Context: an optimization exercise on an open-source flow, tuned for small area and a short achievable clock period. The choices shown serve that exercise and are no tape-out recipe.
No functional check of the RTL was part of any run shown here.

==> flow/design.v, too long to show whole: its modules and the start of the top module <==
// module grad_top: 1859 lines
module grad_top (
    input  wire logic        clk,
    input  wire logic        rst,
    input  wire logic        in_valid,
    input  wire logic        sof,
    input  wire logic [7:0]  pixel,
    output logic             out_valid,
    output logic [32:0]      grad
);
  // ...
==> flow/flow/run.sh <==
#!/bin/bash
# The standard layout, with the port buffers made from buf_4 cells instead of the
# resizer's default pick (a delay cell), so that the ports are not slowed down.
set -euo pipefail
export BUFFER_PORTS_ARGS="-buffer_cell sky130_fd_sc_hd__buf_4"
bash standard.sh > standard.log 2>&1
==> flow/standard.sh <==
#!/bin/bash
# synth_recipe.tcl (not shown) runs the flow's synth.tcl, then flattens the netlist and writes it again
# the make line also repeats each setting of config.mk as NAME=value (left out here)
make -C /OpenROAD-flow-scripts/flow DESIGN_CONFIG=/design/flow/config.mk WORK_HOME=/design/flow/orfs CLKGATE_MAP_FILE= SYNTH_SCRIPT=/design/flow/synth_recipe.tcl "${@:-finish}"
==> flow/config.mk <==
export PLATFORM = sky130hd
export DESIGN_NAME = grad_top
export DESIGN_NICKNAME = grad_top
export VERILOG_FILES = /design/flow/design.v
export SDC_FILE = /design/flow/constraint.sdc
export NUM_CORES = 4
export LEC_CHECK = 0
export CAP_MARGIN = 20
export CORE_MARGIN = 2
export CORE_UTILIZATION = 65
export CTS_CLUSTER_DIAMETER = 80
export CTS_CLUSTER_SIZE = 25
export SLEW_MARGIN = 20
==> flow/constraint.sdc <==
create_clock -name core_clock -period 26.0 [get_ports {clk}]
set_input_delay 5.2000 -clock core_clock [delete_from_list [all_inputs] [get_ports {clk}]]
set_output_delay 5.2000 -clock core_clock [all_outputs]
set_load 0.01 [all_outputs]
==> results.txt, run 1 <==
status=no timing/DRC/antenna violations; Fin Clk Skew=0.0274 ns; max_cap viols=0; Initial DRT Pass Iterations=5; reg2reg start=sr[0][0]$_DFFE_PP_; chip width=222 um; Logic inverters=235; synth-to-layout area growth=7.57%; Global Route met2 Usage=35.2%; clk cell area share=3.71%; grt met3 use=3.07%; Iteration-0 DRC Markers=968; final setup fails=0; mux contribution to synthesized area=2.54%; Setup crit end kind=flip-flop; Final Hold Fails=0; ys flop type=dfxtp_1; Post CTS Setup Buffer Count=0; RSZ-0062 raised after global routing=false; number of synthesized flops with an enable pin=264; Buffers excl. clock=60; Area after DPL=0.0321 mm^2; largest cell class by area=registers; Compound-Gate Fraction of Synth Area=10.5%; number of library cell types mapped by synthesis=74; grt peak-use layer=met2; relative slew slack=34.6%; syn avg cell area=12.0 um^2; die area=0.0495 mm^2; most numerous cell in the Yosys netlist=dfxtp_1; count of state elements after synthesis=729; Post-DP HPWL=35300 um; Setup WS post-layout=19.47 ns; Min-Delay Path Depth=0; routability-driven placement congestion ratio=0.824; most frequent cells in the layout=dfxtp_1 (464), edfxtp_1 (264), ha_1 (259); reg2reg end=p1_drem[2]$_DFF_P_; vias per inst=5.43; core area=0.0474 mm^2; CTS max path bufs=3; hold slack=0.310 ns
==> run 2: changes to the inputs <==
--- a/flow/design.v
+++ b/flow/design.v
@@ -65,23 +65,23 @@
     assign ovf = (ah[7:5] == 3'd0) && (av[7:3] >= ah[4:0]) && (av != 8'd0);
     assign hz  = (ah == 8'd0);
     assign dsr = ovf ? 8'd0 : {ah[7:1], ah[0] | hz};
     logic [8:0] dq0_t;
     assign dq0_t = {{3'd0, av[7:3]}, av[2:0][2]};
     logic [8:0] dq0_d;
     logic dq0_ge;
     logic [9:0] dq0_x;
-    assign dq0_x = {1'b0, dq0_t} - {1'b0, {1'b0, dsr}};
+    assign dq0_x = {1'b0, dq0_t} - {1'b0, {1'b0, ah}};
     assign dq0_d = dq0_x[8:0];
     assign dq0_ge = !dq0_x[9];
     logic [7:0] dq0_r;
     assign dq0_r = dq0_ge ? dq0_d[7:0] : dq0_t[7:0];
     logic [0:0] dq0_q;
-    assign dq0_q = {dq0_ge};
+    assign dq0_q = {(dq0_ge && av != 8'd0) || ovf};
     logic [7:0] p1_drem;
     logic [7:0] p1_ndsr;
     logic p1_neg;
     logic p1_dquo;
     logic [2:0] p1_num;
     logic [7:0] p1_av;
     logic [7:0] p1_ah;
     always_ff @(posedge clk) begin
==> results.txt, run 2 <==
status=no timing/DRC/antenna violations; Post-DP HPWL=37300 um (+5.7%); Initial DRT Pass Iterations=5 (unchanged); Least-Margin Pin Slew=1.06 ns; row count=80; CTS tree=yes; syn avg cell area=11.8 um^2 (-1.3%); fin crit share=24.0%; post-synthesis sequential area ratio=54.6%; post-synth top area share=29.5%; Critical Path RT=20.80 ns; max FFs per register=264; most frequent cells in the layout=dfxtp_1 (464), edfxtp_1 (264), ha_1 (261); area leader, netlist=dfxtp_1; routability-driven placement congestion ratio=0.839 (+1.9%); chip width=224 um (+0.89%); vias per inst=5.54 (+1.9%); ys flop type=dfxtp_1; # fillers=3343; IO Port Bufs=45; CP Launch Type=flip-flop; Final Hold Fails=0 (unchanged); share of cells above drive strength 1=7.33%; number of synthesized flops with an enable pin=264 (unchanged); worst skew pair latency=0.58 ns; setup TNS=0 ns; Worst EP arrival=1.03 ns; Total GRT Usage=20.7%; Final nets=3081; die area=0.0504 mm^2 (+1.8%); max_cap viols=0 (unchanged); WP buf/inv=1; Num CTS Buffers=39; Synth Net Count=3020; worst-path fanout max=1; synth-to-layout area growth=7.30%; Iteration-0 DRC Markers=1026 (+6.0%); Die Ht=224 um; RSZ-0062 raised after global routing=false; Root Buffer=clkbuf_16; global-route wire length before repair=86400 um; Synth async-reset ratio=0%; CP Class=flip-flop to output pin; ANT cells=0; clk sinks=729; Setup crit end kind=output pin; GRT overflow=0; number of library cell types mapped by synthesis=78 (+5.4%); Post CTS Setup Buffer Count=0 (unchanged); core area=0.0478 mm^2 (+0.84%); initial antenna violation count=0; final setup fails=0 (unchanged); FMAX=160 MHz; Commonest cells post-synth=dfxtp_1 (465), edfxtp_1 (264), ha_1 (261); post-DR wirelength/cell=15.2 um; PostCTS Resize Cnt=0; most numerous cell in the Yosys netlist=dfxtp_1; Hold Buf Count CTS=0; Largest Register=sr; drt drc=0; relative slew slack=29.4% (-5.2 points); I/O Pins=46; count of final max-slew check failures=0; pre-CTS WS=20.34 ns; CTS max path bufs=3 (unchanged); hold slack=0.326 ns (+0.0163 ns); Initial Utilization=66.0%; CP top delay family=flip-flops; commonest non-fill, non-tap cell in the layout=dfxtp_1; final WL=51100 um; mapped cell area=0.0316 mm^2; vias in the first global route=18.4k; top post-synthesis cells by area=dfxtp_1 (29%), edfxtp_1 (25%), ha_1 (10%); crit-path cells=buf_4; Worst path slowest cell=dfxtp_1; via count=18.7k; Setup WS post-layout=19.77 ns (+0.296 ns); largest net degree at the start of global routing=216; Fin Clk Skew=0.0210 ns (-0.00639 ns); Hold Crit Class=flip-flop to flip-flop; count of state elements after synthesis=729 (unchanged); CTS H-tree depth=2; crit-path max cell delay=0.32 ns; cells after synthesis=2672; final worst path period need=6.23 ns; clock slew at reported path FFs=0.09 ns; Largest regs=sr x264, grad x33; post-route ant nets=0; Ys Warns=2
## run 2: cell types whose count changed in the layout (fill, tap and decap cells not counted), sizes merged, moves of 14 or more
cell and change:
nor3 +51, xnor2 -33, o21bai -29, inv -27
o21a +14, o21ai +55, xor2 +33
## run 2: worst paths after layout
| check | start | slack [ns] | cells past startpoint | endpoint |
|---|---|---|---|---|
| max | vld[9]$_SDFF_PN0_ | 19.77 | 1 | out_valid |
| min | p2_srad[11]$_DFF_P_ | 0.33 | 0 | p3_srad[11]$_DFF_P_ |
| max reg2reg | p6_sroot[0]$_DFF_P_ | 20.74 | 18 | p7_srem[10]$_DFF_P_ |
| min reg2reg | p2_srad[11]$_DFF_P_ | 0.33 | 0 | p3_srad[11]$_DFF_P_ |
## run 2: cells by family (layout without fill, tap and decap cells)
kind of cell	after synthesis	in the layout	synth area share (%)
fa+ha+maj	336	336	15.1
other cells	1	1	0.0119
mux	78	78	2.70
compound gates	559	559	11.1
simple gates	544	544	8.47
buf+inv	238	323	2.86
xor+xnor	187	187	5.18
flops	729	729	54.6
## run 2: final cells by class
type,count,area [um^2],share of cell area [%]
Clock buffer,52,1080,3.18
Clock inverter,13,168,0.495
Inverter,205,769,2.27
Multi-Input combinational cell,1705,13500,39.7
Sequential cell,729,17200,50.9
Tap cell,615,769,2.27
Timing Repair Buffer,53,410,1.21
## run 2: metrics by stage
stage / area, um^2 / util, % / std cells
after global routing: 33900 / 70.9 / 3372
after CTS: 33900 / 70.8 / 3372
after detailed placement: 32700 / 68.2 / 3307
final: 33900 / 70.9 / 3372
after global placement: 32700 / 68.2 / 3307
after floorplan: 31600 / - / 2672
## run 2: routing by layer
metal	GRT usage, %	vias up	wire (um)
met2	36.4	220	25100
met1	27.4	8913	23400
li1	-	9466	-
met5	0	-	0
met3	2.82	70	1500
met4	4.93	0	1040
## run 2: worst register-to-register path: stages, from the launching register on
cell and delay, ns:
dfxtp_1 0.35, inv_1 0.09, ha_1 0.32, o21ai_0 0.16, a2111oi_0 0.74, o211ai_1 0.22, a31oi_1 0.22, nor3_1 0.07
buf_4 0.19, o21ai_0 0.41, ha_1 0.33, a21o_1 0.18, a21oi_1 0.25, nor2b_1 0.08, o21a_1 0.19, o41ai_1 0.46
o21ai_0 0.23, a21o_1 0.34, mux2_2 0.32

-- what the ideal ports hide --
The flow's constraints put no driver on any port. The routed layouts listed below were extracted and timed again, unchanged, in two steps.
Step 1: set_driving_cell puts a clkbuf_16 on clk and a buf_2 on each other input, an assumption about the parent block.
Step 2 moves the port delays by t, midway between the first and last clock arrival at a register: inputs arrive t later, outputs are due t later. That takes back most of the time a late clock gives input paths.
Three values: no drivers, after step 1, after step 2; two values: the first two.
run | shift t [ns] | setup WS [ns] | hold WS [ns] | clock arrival spread, ns | cell pins on the clock port's net
run 1 | 0.621 | 19.474 / 19.474 / 19.474 | 0.310 / 0.310 / 0.310 | 0.031 / 0.031 | 1
run 2 | 0.629 | 19.769 / 19.711 / 20.306 | 0.326 / 0.326 / 0.326 | 0.024 / 0.024 | 1
After both steps every run listed still meets setup and hold.
